Context: an optimization exercise on an open-source flow, tuned for small area, a short achievable clock period and few clock cycles. The choices shown serve that exercise and are no tape-out recipe.
Only simulation tests tie the RTL to the original design; equivalence was not proved.

== job 8716 ==
==> flow/design.v (excerpt) <==
module ntt_core (
    input  logic        clk,
    input  logic        reset,
    input  logic        cmd_valid,
    output logic        cmd_ready,
    input  logic [1:0]  cmd,
    input  logic        in_valid,
    output logic        in_ready,
    input  logic [12:0] in_data,
    output logic        out_valid,
    input  logic        out_ready,
    output logic [12:0] out_data,
    output logic        busy
);
Size: ~3100 cells after synthesis, ~480 flip-flops.
export LEC_CHECK = 0
export CAP_MARGIN = 20
export CORE_MARGIN = 2
export CORE_UTILIZATION = 35
export CTS_CLUSTER_DIAMETER = 90
export CTS_CLUSTER_SIZE = 26
export SLEW_MARGIN = 20
create_clock -name core_clock -period 12.0 [get_ports {clk}]
run.sh (not shown) runs the stock make flow with config.mk's settings and CLKGATE_MAP_FILE= SYNTH_SCRIPT=/design/flow/synth_recipe.tcl, a recipe that flattens the netlist after the stock synthesis.
Testbench counts of job 8716, summed over its fixed seeds: cycles 9,792.
Changes in job 2320 relative to job 8716:
--- a/flow/design.v
+++ b/flow/design.v
@@ -121,23 +121,23 @@
     localparam logic [5:0] ST_OUT = 6'd32;   
     localparam logic [5:0] ST_END = 6'd48;   
     logic [1:0] state, state_n;
     logic [5:0] st, st_n;
     logic       run_ok, run_ok_n;   
     logic [3:0] root, root_n;       
     logic       ov;                 
     logic       o1v;                
     logic [3:0] o1t;                
     logic [4:0] want;               
     logic       rdy, bsy, inr;      
-    logic cmd_fire, in_fire, oissue, oload, orewind, orew_r;
+    logic cmd_fire, in_fire, oissue, oload, orewind;
     assign cmd_ready = rdy;
     assign busy      = bsy;
     assign in_ready  = inr;
     assign out_valid = ov;
     assign cmd_fire  = cmd_valid && rdy;
     assign in_fire   = in_valid && inr;
     assign oissue    = (state == S_POST) && run_ok && st[5] && !st[4];
     assign oload     = o1v && (o1t == want[3:0]) && !want[4] && (!ov || out_ready);
     assign orewind   = o1v && (o1t == want[3:0]) && !want[4] && !oload;
     logic last_tw, last_ld, done;
     assign last_tw = (st[2:0] == 3'd7);
@@ -167,44 +167,42 @@
                     if (last_tw) state_n = S_IDLE;
                 end
             end
             S_LD: begin
                 if (in_fire) begin
                     st_n = st + 6'd1;
                     if (last_ld) state_n = S_POST;
                 end
             end
             default: begin   
                 if (cmd_fire && cmd == 2'd2) run_ok_n = 1'b1;
-                if (orew_r) st_n = {2'b10, want[3:0]};
+                if (orewind) st_n = {2'b10, want[3:0]};
                 else if (!st[5] || oissue) st_n = st + 6'd1;
                 if (done) state_n = S_IDLE;
             end
         endcase
     end
     always_ff @(posedge clk or posedge reset) begin
         if (reset) begin
             state  <= S_IDLE;
             st     <= '0;
             run_ok <= 1'b0;
             root   <= '0;
             o1v    <= 1'b0;
-            orew_r <= 1'b0;
             want   <= '0;
         end else begin
             state  <= state_n;
             st     <= st_n;
             run_ok <= run_ok_n;
             root   <= root_n;
             o1v <= oissue;
-            orew_r <= orewind && (state == S_POST);
             if (state != S_POST) want <= '0;
             else if (oload) want <= want + 5'd1;
         end
     end
     logic rdy_n, inr_n;
     always_comb begin
         case (state)
             S_IDLE:  rdy_n = !(cmd_fire && !cmd[1]);
             S_LTW:   rdy_n = in_fire && last_tw;
             S_LD:    rdy_n = in_fire && last_ld;
             default: rdy_n = (!run_ok && !(cmd_fire && cmd == 2'd2)) || done;
@@ -272,23 +270,23 @@
     assign st1        = st[3:0] + 4'd1;
     assign c_ld_hold  = mkdec(2'd0, st[3:0], ta, tb, te);
     assign c_ld_inc   = mkdec(2'd0, st1, ta, tb, te);
     assign c_ops      = mkdec(2'd1, st1, ta, tb, te);    
     assign c_out0     = mkdec(2'd2, 4'd0, ta, tb, te);
     assign c_out_hold = mkdec(2'd2, st[3:0], ta, tb, te);
     assign c_out_inc  = mkdec(2'd2, st1, ta, tb, te);
     assign c_out_rew  = mkdec(2'd2, want[3:0], ta, tb, te);
     assign c_ld0      = mkdec(2'd0, 4'd0, ta, tb, te);
     assign dn = (state == S_LD)   ? (in_fire ? (last_ld ? c_ops : c_ld_inc) : c_ld_hold) :
                 (state == S_POST) ? (!st[5] ? ((st[4:0] == 5'd31) ? c_out0 : c_ops) :
-                                     orew_r ? c_out_rew : oissue ? c_out_inc : c_out_hold) :
+                                     orewind ? c_out_rew : oissue ? c_out_inc : c_out_hold) :
                 c_ld0;
     logic       op_v, op_ld, op_in, op_bf, op_ops;
     logic [3:0] op_a, op_b;
     logic [2:0] op_e;
     logic       pa;
     logic [2:0] x0, x1;
     always_ff @(posedge clk) begin
         {op_ld, op_in, op_bf, op_ops, op_a, op_b, op_e, pa, x0, x1} <= dn;
     end
     assign op_v = op_in ? (in_fire && state == S_LD) : op_ops;
     logic [12:0] rf [16];
### Flow results
Diff job 8716 -> job 2320: final worst hold slack fell 0.016 ns, minimum period implied by the final worst setup slack now larger, number of hold violations in the final report neither gained nor lost much.
Job 8716 ended up with sky130_fd_sc_hd__clkdlybuf4s50_1 as its cell with the largest stage delay on the worst path; job 2320 ended up with sky130_fd_sc_hd__a32oi_1.
Looking only at number of vias per cell, and setting everything else aside, the higher value of job 8716 and job 2320 goes to job 2320.
Changes observed in job 2320 relative to job 8716: number of sequential storage elements stayed essentially flat; routed wire length essentially unchanged.
Testbench counts of job 2320, summed over its fixed seeds: cycles 9,792.


== exp/lagoon ==
ntt_core, a different RTL version from the one above (not shown whole).
Size: about 3100 cells after synthesis, ~460 flip-flops, roughly 37 I/O pins, about 0.029 mm2 of cells after synthesis.
clock: 12.0 ns
lec_check: 0
cap_margin: 20
core_margin: 2
core_utilization: 35
slew_margin: 20
Testbench counts of exp/lagoon, summed over its fixed seeds: cycles 9,792.
## Diff of input files: exp/xenon against exp/lagoon
--- a/flow/design.v
+++ b/flow/design.v
@@ -93,32 +93,32 @@
     localparam logic [1:0] S_LD   = 2'd2;
     localparam logic [1:0] S_POST = 2'd3;
     localparam logic [5:0] ST_OUT = 6'd32;   
     localparam logic [5:0] ST_END = 6'd48;   
     logic [1:0] state, state_n;
     logic [5:0] st, st_n;
     logic       run_ok, run_ok_n;   
     logic [2:0] root, root_n;       
     logic       ov;                 
-    logic       o1v;                
-    logic [3:0] o1t;                
+    logic       o1v, o2v;           
+    logic [3:0] o1t, o2t;           
     logic [4:0] want;               
     logic       rdy, bsy, inr;      
     logic cmd_fire, in_fire, oissue, oload, orewind;
     assign cmd_ready = rdy;
     assign busy      = bsy;
     assign in_ready  = inr;
     assign out_valid = ov;
     assign cmd_fire  = cmd_valid && rdy;
     assign in_fire   = in_valid && inr;
     assign oissue    = (state == S_POST) && run_ok && st[5] && !st[4];
-    assign oload     = o1v && (o1t == want[3:0]) && !want[4] && (!ov || out_ready);
-    assign orewind   = o1v && (o1t == want[3:0]) && !want[4] && !oload;
+    assign oload     = o2v && (o2t == want[3:0]) && !want[4] && (!ov || out_ready);
+    assign orewind   = o2v && (o2t == want[3:0]) && !want[4] && !oload;
     logic [2:0] root_dec;
     always_comb begin
         case (in_data)
             13'd527:  root_dec = 3'd0;
             13'd583:  root_dec = 3'd1;
             13'd849:  root_dec = 3'd2;
             13'd1728: root_dec = 3'd3;
             13'd5953: root_dec = 3'd4;
             13'd6832: root_dec = 3'd5;
@@ -169,25 +169,27 @@
         endcase
     end
     always_ff @(posedge clk or posedge reset) begin
         if (reset) begin
             state  <= S_IDLE;
             st     <= '0;
             run_ok <= 1'b0;
             root   <= '0;
             o1v    <= 1'b0;
+            o2v    <= 1'b0;
             want   <= '0;
         end else begin
             state  <= state_n;
             st     <= st_n;
             run_ok <= run_ok_n;
             root   <= root_n;
             o1v <= oissue;
+            o2v <= o1v;
             if (state != S_POST) want <= '0;
             else if (oload) want <= want + 5'd1;
         end
     end
     logic rdy_n, inr_n;
     always_comb begin
         case (state)
             S_IDLE:  rdy_n = !(cmd_fire && !cmd[1]);
             S_LTW:   rdy_n = in_fire && last_tw;
@@ -201,18 +203,19 @@
             default: inr_n = 1'b0;
         endcase
     end
     always_ff @(posedge clk) begin
         rdy <= rdy_n;
         bsy <= !rdy_n;
         inr <= inr_n;
         ov  <= (state == S_POST) && (oload || (ov && !out_ready));
         o1t <= st[3:0];
+        o2t <= o1t;
     end
     logic [3:0] ta, tb, nx;
     logic [2:0] te;
     assign nx = st[3:0] + 4'd1;
     always_comb begin
         ta = 4'd0;
         tb = 4'd0;
         te = 3'd0;
         case (nx)
@@ -302,49 +305,53 @@
             3'd2: rd1 = rf[4];
             3'd3: rd1 = rf[7];
             3'd4: rd1 = rf[8];
             3'd5: rd1 = rf[11];
             3'd6: rd1 = rf[13];
             default: rd1 = rf[14];
         endcase
     end
     logic [12:0] e1_u, e1_v;
-    logic        e1_ld, e1_bf, e1_neg, e1_out;
+    logic        e1_ld, e1_bf, e1_neg;
     logic [3:0]  e1_a, e1_b;
     logic [2:0]  e1_e;
     always_ff @(posedge clk) begin
         begin
             e1_u   <= op_ld ? 13'd0 : (pa ? rd1 : rd0);
             e1_v   <= op_in ? in_data : (pa ? rd0 : rd1);
             e1_ld  <= op_v && op_ld;
             e1_bf  <= op_v && op_bf;
             e1_a   <= op_a;
             e1_b   <= op_b;
             e1_e   <= op_e;
-            e1_neg <= st[5] && st[3];   
-            e1_out <= (state == S_POST) && st[5];
+            e1_neg <= st[3];   
         end
     end
     logic [12:0] e2_s, e2_d;
     assign e2_s = mod_add(e1_u, e1_v);
     assign e2_d = mod_sub(e1_u, e1_v);
     logic [12:0] s_r, d_r;
-    logic        s_we;
+    logic        s_we, s_neg;
     logic [3:0]  s_a;
     always_ff @(posedge clk) begin
         begin
-            if (!e1_out || oload) s_r <= e1_neg ? e2_d : e2_s;
+            s_r   <= e2_s;
             d_r   <= e2_d;
             s_we  <= e1_ld || e1_bf;
             s_a   <= e1_a;
+            s_neg <= e1_neg;
         end
     end
-    assign out_data = s_r;
+    logic [12:0] oreg;
+    always_ff @(posedge clk) begin
+        if (oload) oreg <= s_neg ? d_r : s_r;
+    end
+    assign out_data = oreg;
     logic [12:0] m_d, m_w;
     assign m_d = d_r;
     logic [25:0] m_s, m_c, m_p;
     logic [16:0] m_t1;
     logic [14:0] m_t2;
     logic        m_v [5];
     logic [3:0]  m_b [5];
     logic [26:0] pp [13];
     for (genvar i = 0; i < 13; i++) begin : g_pp
## What came out
exp/xenon did not stop at any stage, and its layout met the timing, DRC and antenna checks. Of the two values seen for standard cell with the maximum stage delay on the critical path, sky130_fd_sc_hd__edfxtp_1 was produced by exp/lagoon and sky130_fd_sc_hd__clkdlybuf4s50_1 by exp/xenon. For post-synthesis share of cell area spent on full adders, half adders and majority gates, exp/lagoon and exp/xenon come out practically identical. Changes observed in exp/xenon relative to exp/lagoon: flip-flop and latch share of the layout cell area went up 0.61 points, clock-buffer cell count up 10. For the final critical delay including setup and external delays, exp/xenon came in 0.66 ns lower than exp/lagoon did. Changes observed in exp/xenon relative to exp/lagoon: buffer count from post-CTS setup fixing comparable; simple logic cell fraction of the synthesized area now smaller; placement-stage worst setup slack now smaller.
Testbench counts of exp/xenon, summed over its fixed seeds: cycles 9,984.

==> afterwards: timing with drivers on the ports <==
The flow's constraints put no driver on any port. The routed layouts listed below were extracted and timed again, unchanged, in two steps.
Step 1, drivers: a clkbuf_16 drives clk and a buf_2 each remaining input, both assumed.
Step 2 adds t to the input delays and takes it off the output delays; t is the mean of the earliest and latest rising clock arrival at the registers after step 1. Input paths then give back, and output paths get back, about the clock's delay inside the block.
Slacks: ideal ports / drivers / drivers and shift; pairs: ideal ports / drivers.
| run | shift t [ns] | setup WS [ns] | worst data-port slew with drivers (ns) |
|---|---|---|---|
| job 8716 | 0.650 | 7.977 / 7.920 / 7.426 | 0.05 |
| job 2320 | 0.651 | 7.616 / 7.653 / 7.002 | 0.04 |
| exp/lagoon | 0.663 | 7.229 / 7.172 / 7.409 | 0.09 |
| exp/xenon | 0.686 | 7.885 / 7.876 / 7.190 | 0.11 |
After both steps every run listed still meets setup and hold. The setup slack of exp/xenon, which loses most, moves by -0.009 ns with the drivers and by -0.695 ns with both steps.
